Background: an optimization exercise with open tools, aiming at small area and a short achievable clock period. Do not read the settings as production practice.
Where RTL was checked, it was by simulation tests only, not by an equivalence proof against the original.

==> inputs of run a <==
## bfp_dot_product
module bfp_dot_product (
    input  logic                    i_clk,
    input  logic                    i_reset_n,
    input  logic                    i_valid,
    input  logic [(8 + 16 * (3 + 1))-1:0] i_act,
    input  logic [(8 + 16 * (3 + 1))-1:0] i_weight,
    output logic                    o_valid,
    output logic [(1 + 8 + 23)-1:0]        o_result
);
==> flow/config.mk <==
export PLATFORM = sky130hd
export DESIGN_NAME = bfp_dot_product
export DESIGN_NICKNAME = bfp_dot_product
export VERILOG_FILES = /design/flow/design.v
export SDC_FILE = /design/flow/constraint.sdc
export NUM_CORES = 4
export LEC_CHECK = 0
export CAP_MARGIN = 20
export CORE_MARGIN = 2
export CORE_UTILIZATION = 40
export SLEW_MARGIN = 20
==> flow/constraint.sdc <==
create_clock -name core_clock -period 10.5 [get_ports {i_clk}]
set_input_delay 2.1000 -clock core_clock [delete_from_list [all_inputs] [get_ports {i_clk}]]
set_output_delay 2.1000 -clock core_clock [all_outputs]
set_load 0.01 [all_outputs]
standard.sh (not shown) runs the stock make flow with config.mk's settings and CLKGATE_MAP_FILE= SYNTH_SCRIPT=/design/flow/synth_recipe.tcl, a recipe that flattens the netlist after the stock synthesis.
==> flow/flow/run.sh <==
#!/bin/bash
# Own layout flow: the standard ORFS flow, with these changes in how the layout is made:
#  - the port buffers are sky130_fd_sc_hd__buf_1 cells (buffer_ports picks a delay cell otherwise);
#  - synthesis skips the generic ABC pass inside Yosys's synth (SYNTH_ARGS=-noabc), so the
#    full adders are extracted from the design's own gates (fewer inverters); the script
#    is still synth_recipe.tcl, so registers keep their names and cell types;
#  - timing repair aims for extra setup slack (SETUP_SLACK_MARGIN), only on the worst endpoints.
# The clock period and constraints are the standard flow's, unchanged.
set -euo pipefail
export BUFFER_PORTS_ARGS="-buffer_cell sky130_fd_sc_hd__buf_1"
export SYNTH_ARGS="-noabc"
export SETUP_SLACK_MARGIN=7.2
export TNS_END_PERCENT=${TNS:-5}
export ABC_AREA=1
bash standard.sh > standard.log 2>&1
==> run b (differences from run a) <==
--- a/flow/flow/run.sh
+++ b/flow/flow/run.sh
@@ -5,11 +5,10 @@
 #    full adders are extracted from the design's own gates (fewer inverters); the script
 #    is still synth_recipe.tcl, so registers keep their names and cell types;
 #  - timing repair aims for extra setup slack (SETUP_SLACK_MARGIN), only on the worst endpoints.
 # The clock period and constraints are the standard flow's, unchanged.
 set -euo pipefail
 export BUFFER_PORTS_ARGS="-buffer_cell sky130_fd_sc_hd__buf_1"
 export SYNTH_ARGS="-noabc"
-export SETUP_SLACK_MARGIN=7.2
+export SETUP_SLACK_MARGIN=6.9
 export TNS_END_PERCENT=${TNS:-5}
-export ABC_AREA=1
 bash standard.sh > standard.log 2>&1
==> run c (differences from run a) <==
--- a/flow/design.v
+++ b/flow/design.v
@@ -529,15 +529,15 @@
     end
 endmodule
 `default_nettype wire
 `timescale 1ns/1ns
 `default_nettype none
 module bfp_adder_tree (
     input  logic [89:0] i_r,
-    output logic [16:0] o_cut
+    output logic [14:0] o_cut
 );
     wire bs1, bc2;
     assign bs1 = i_r[2] ^ i_r[3] ^ i_r[4];
     assign bc2 = (i_r[2] & i_r[3]) | (i_r[2] & i_r[4]) | (i_r[3] & i_r[4]);
     wire bs3, bc4;
     assign bs3 = i_r[5] ^ i_r[6] ^ i_r[7];
     assign bc4 = (i_r[5] & i_r[6]) | (i_r[5] & i_r[7]) | (i_r[6] & i_r[7]);
@@ -721,74 +721,74 @@
     wire bs123, bc124;
     assign bs123 = bc102 ^ bs119 ^ bc104;
     assign bc124 = (bc102 & bs119) | (bc102 & bc104) | (bs119 & bc104);
     wire bs125, bc126;
     assign bs125 = bs121 ^ bc106 ^ bc108;
     assign bc126 = (bs121 & bc106) | (bs121 & bc108) | (bc106 & bc108);
     wire bs127, bc128;
-    assign bs127 = i_r[82] ^ i_r[83] ^ i_r[84];
-    assign bc128 = (i_r[82] & i_r[83]) | (i_r[82] & i_r[84]) | (i_r[83] & i_r[84]);
+    assign bs127 = bs123 ^ bc110 ^ bs125;
+    assign bc128 = (bs123 & bc110) | (bs123 & bs125) | (bc110 & bs125);
     wire bs129, bc130;
-    assign bs129 = i_r[85] ^ i_r[86] ^ i_r[87];
-    assign bc130 = (i_r[85] & i_r[86]) | (i_r[85] & i_r[87]) | (i_r[86] & i_r[87]);
+    assign bs129 = i_r[82] ^ i_r[83] ^ i_r[84];
+    assign bc130 = (i_r[82] & i_r[83]) | (i_r[82] & i_r[84]) | (i_r[83] & i_r[84]);
     wire bs131, bc132;
-    assign bs131 = bc112 ^ bc114 ^ bs127;
-    assign bc132 = (bc112 & bc114) | (bc112 & bs127) | (bc114 & bs127);
+    assign bs131 = i_r[85] ^ i_r[86] ^ i_r[87];
+    assign bc132 = (i_r[85] & i_r[86]) | (i_r[85] & i_r[87]) | (i_r[86] & i_r[87]);
     wire bs133, bc134;
-    assign bs133 = bs129 ^ bc116 ^ bc118;
-    assign bc134 = (bs129 & bc116) | (bs129 & bc118) | (bc116 & bc118);
+    assign bs133 = bc112 ^ bc114 ^ bs129;
+    assign bc134 = (bc112 & bc114) | (bc112 & bs129) | (bc114 & bs129);
     wire bs135, bc136;
-    assign bs135 = bs131 ^ bc120 ^ bs133;
-    assign bc136 = (bs131 & bc120) | (bs131 & bs133) | (bc120 & bs133);
+    assign bs135 = bs131 ^ bc116 ^ bc118;
+    assign bc136 = (bs131 & bc116) | (bs131 & bc118) | (bc116 & bc118);
     wire bs137, bc138;
-    assign bs137 = bc122 ^ bs135 ^ bc124;
-    assign bc138 = (bc122 & bs135) | (bc122 & bc124) | (bs135 & bc124);
+    assign bs137 = bs133 ^ bc120 ^ bs135;
+    assign bc138 = (bs133 & bc120) | (bs133 & bs135) | (bc120 & bs135);
     wire bs139, bc140;
-    assign bs139 = i_r[88] ^ i_r[89] ^ bc128;
-    assign bc140 = (i_r[88] & i_r[89]) | (i_r[88] & bc128) | (i_r[89] & bc128);
+    assign bs139 = bc122 ^ bs137 ^ bc124;
+    assign bc140 = (bc122 & bs137) | (bc122 & bc124) | (bs137 & bc124);
     wire bs141, bc142;
-    assign bs141 = bc130 ^ bc132 ^ bs139;
-    assign bc142 = (bc130 & bc132) | (bc130 & bs139) | (bc132 & bs139);
+    assign bs141 = bc126 ^ bs139 ^ bc128;
+    assign bc142 = (bc126 & bs139) | (bc126 & bc128) | (bs139 & bc128);
     wire bs143, bc144;
-    assign bs143 = bc134 ^ bs141 ^ bc136;
-    assign bc144 = (bc134 & bs141) | (bc134 & bc136) | (bs141 & bc136);
+    assign bs143 = i_r[88] ^ i_r[89] ^ bc130;
+    assign bc144 = (i_r[88] & i_r[89]) | (i_r[88] & bc130) | (i_r[89] & bc130);
     wire bs145, bc146;
-    assign bs145 = bc140 ^ bc142 ^ bc144;
-    assign bc146 = (bc140 & bc142) | (bc140 & bc144) | (bc142 & bc144);
-    assign o_cut = {bc146, bs145, bs143, bc138, bs137, bc126, bs125, bc110, bs123, bs109, bc88, bs87, bs57, bs27, bs7, i_r[1], i_r[0]};
+    assign bs145 = bc132 ^ bc134 ^ bs143;
+    assign bc146 = (bc132 & bc134) | (bc132 & bs143) | (bc134 & bs143);
+    wire bs147, bc148;
+    assign bs147 = bc136 ^ bs145 ^ bc138;
+    assign bc148 = (bc136 & bs145) | (bc136 & bc138) | (bs145 & bc138);
+    wire bs149, bc150;
+    assign bs149 = bc144 ^ bc146 ^ bc148;
+    assign bc150 = (bc144 & bc146) | (bc144 & bc148) | (bc146 & bc148);
+    assign o_cut = {bc150, bs149, bc142, bc140, bs147, bs141, bs127, bs109, bc88, bs87, bs57, bs27, bs7, i_r[1], i_r[0]};
 endmodule
 `default_nettype wire
 `timescale 1ns/1ns
 `default_nettype none
 module fp_normalize (
-    input  logic [16:0] i_cut,
+    input  logic [14:0] i_cut,
     input  logic [9:0]  i_e0,
     output logic [20:0] o_res
 );
     logic [10:0] x, y;
     logic [10:0] pos, negv;
     logic        neg;
     logic [9:0]  mag;
     logic [9:0]  lz;           
     logic [3:0]  p;
     logic [8:0]  frac;
     logic [9:0]  flmask, ovmask;
     logic [7:0]  e;
     logic        zero, flush, ovf;
     wire cs1, cc2;
-    assign cs1 = i_cut[8] ^ i_cut[9];
-    assign cc2 = i_cut[8] & i_cut[9];
-    wire cs3, cc4;
-    assign cs3 = i_cut[11] ^ i_cut[12];
-    assign cc4 = i_cut[11] & i_cut[12];
-    wire cs5, cc6;
-    assign cs5 = i_cut[13] ^ i_cut[14];
-    assign cc6 = i_cut[13] & i_cut[14];
-    assign x = {i_cut[16], i_cut[15], cs5, cs3, cs1, i_cut[6], i_cut[5], i_cut[4], i_cut[3], i_cut[2], i_cut[0]};
-    assign y = {1'b0, cc6, cc4, cc2, i_cut[10], i_cut[7], 1'b0, 1'b0, 1'b0, 1'b0, i_cut[1]};
+    assign cs1 = i_cut[10] ^ i_cut[11];
+    assign cc2 = i_cut[10] & i_cut[11];
+    assign x = {i_cut[14], i_cut[13], cs1, i_cut[9], i_cut[8], i_cut[6], i_cut[5], i_cut[4], i_cut[3], i_cut[2], i_cut[0]};
+    assign y = {1'b0, cc2, i_cut[12], 1'b0, 1'b0, i_cut[7], 1'b0, 1'b0, 1'b0, 1'b0, i_cut[1]};
     logic [10:0] g0, p0, cy;
     assign g0 = x & y;
     assign p0 = x ^ y;
     logic [10:0] g1, p1;
     assign g1[0] = g0[0];
     assign p1[0] = p0[0];
     assign g1[1] = g0[1] | (p0[1] & g0[0]);
@@ -1017,16 +1017,16 @@
     input  logic [(8 + 16 * (3 + 1))-1:0] i_weight,
     output logic                    o_valid,
     output logic [(1 + 8 + 23)-1:0]        o_result
 );
     logic        v1, v2;
     logic [89:0] s1_r;
     logic [8:0] s1_exp;
-    logic [16:0] cut;
-    logic [16:0] s2_cut;
+    logic [14:0] cut;
+    logic [14:0] s2_cut;
     logic [9:0]  s2_e0;
     logic [20:0] res;
     logic [20:0] s3_res;
     always_ff @(posedge i_clk or negedge i_reset_n) begin
         if (!i_reset_n) begin
             v1      <= 1'b0;
             v2      <= 1'b0;
--- a/flow/flow/run.sh
+++ b/flow/flow/run.sh
@@ -5,11 +5,11 @@
 #    full adders are extracted from the design's own gates (fewer inverters); the script
 #    is still synth_recipe.tcl, so registers keep their names and cell types;
 #  - timing repair aims for extra setup slack (SETUP_SLACK_MARGIN), only on the worst endpoints.
 # The clock period and constraints are the standard flow's, unchanged.
 set -euo pipefail
 export BUFFER_PORTS_ARGS="-buffer_cell sky130_fd_sc_hd__buf_1"
 export SYNTH_ARGS="-noabc"
-export SETUP_SLACK_MARGIN=7.2
+export SETUP_SLACK_MARGIN=6.9
 export TNS_END_PERCENT=${TNS:-5}
 export ABC_AREA=1
 bash standard.sh > standard.log 2>&1
==> run d (differences from run a) <==
--- a/flow/flow/run.sh
+++ b/flow/flow/run.sh
@@ -5,11 +5,11 @@
 #    full adders are extracted from the design's own gates (fewer inverters); the script
 #    is still synth_recipe.tcl, so registers keep their names and cell types;
 #  - timing repair aims for extra setup slack (SETUP_SLACK_MARGIN), only on the worst endpoints.
 # The clock period and constraints are the standard flow's, unchanged.
 set -euo pipefail
 export BUFFER_PORTS_ARGS="-buffer_cell sky130_fd_sc_hd__buf_1"
 export SYNTH_ARGS="-noabc"
-export SETUP_SLACK_MARGIN=7.2
+export SETUP_SLACK_MARGIN=6.9
 export TNS_END_PERCENT=${TNS:-5}
 export ABC_AREA=1
 bash standard.sh > standard.log 2>&1
==> summary.txt <==
|  | run d | run c | run b | run a |
|---|---|---|---|---|
| Required time at the endpoint of the critical path | 10.80 ns | 10.80 ns | 10.83 ns | 10.80 ns |
| Run status | finished clean | finished clean | finished clean | finished clean |
| Met1 Wirelength | 12.71 mm | 13.19 mm | 15.26 mm | 13.19 mm |
| Fin worst setup slack | 6.991 ns | 6.647 ns | 6.899 ns | 7.054 ns |
| Min-Delay Endpoint | s2_cut[0] | s2_e0[0] | s2_e0[0] | s2_cut[0] |
| Post-detailed-route wirelength per cell | 15.40 um | 15.53 um | 17.83 um | 15.34 um |
| Largest incremental delay on the critical path | 0.70 ns | 0.49 ns | 0.60 ns | 0.50 ns |
| Unrepaired setup endpoints after global routing | false | true | true | true |
| Final standard cell area without fillers | 14380 um^2 | 13920 um^2 | 15200 um^2 | 14570 um^2 |
Function not checked in run c: the RTL went through the layout flow alone.

## what the ideal ports hide
The results above use ideal ports. As a check the final layouts listed here were re-extracted and re-timed, cells and wires unchanged.
Step 1 (the two cells are an assumption about what drives the block):
set clk [get_ports {i_clk}]
set_driving_cell -lib_cell sky130_fd_sc_hd__clkbuf_16 $clk
set_driving_cell -lib_cell sky130_fd_sc_hd__buf_2 [delete_from_list [all_inputs] $clk]
Step 2 times the ports against the registers' clock, not the clock port: input delays grow and output delays shrink by t, the midpoint of the rising clock arrivals with the driver on.
Slacks: no drivers / after step 1 / after step 2; pairs: no drivers / after step 1.
run | shift t [ns] | slack for setup (ns) | latest minus earliest clock arrival (ns)
run a | 0.461 | 7.054 / 7.077 / 6.616 | 0.018 / 0.018
run b | 0.467 | 6.899 / 6.899 / 6.453 | 0.012 / 0.011
run c | 0.473 | 6.647 / 6.647 / 6.468 | 0.014 / 0.014
run d | 0.464 | 6.991 / 7.012 / 6.549 | 0.016 / 0.017
After both steps setup and hold are still met in every run listed. The setup slack of run b, which loses most, moves by 0.000 ns with the drivers and by -0.446 ns with both steps.
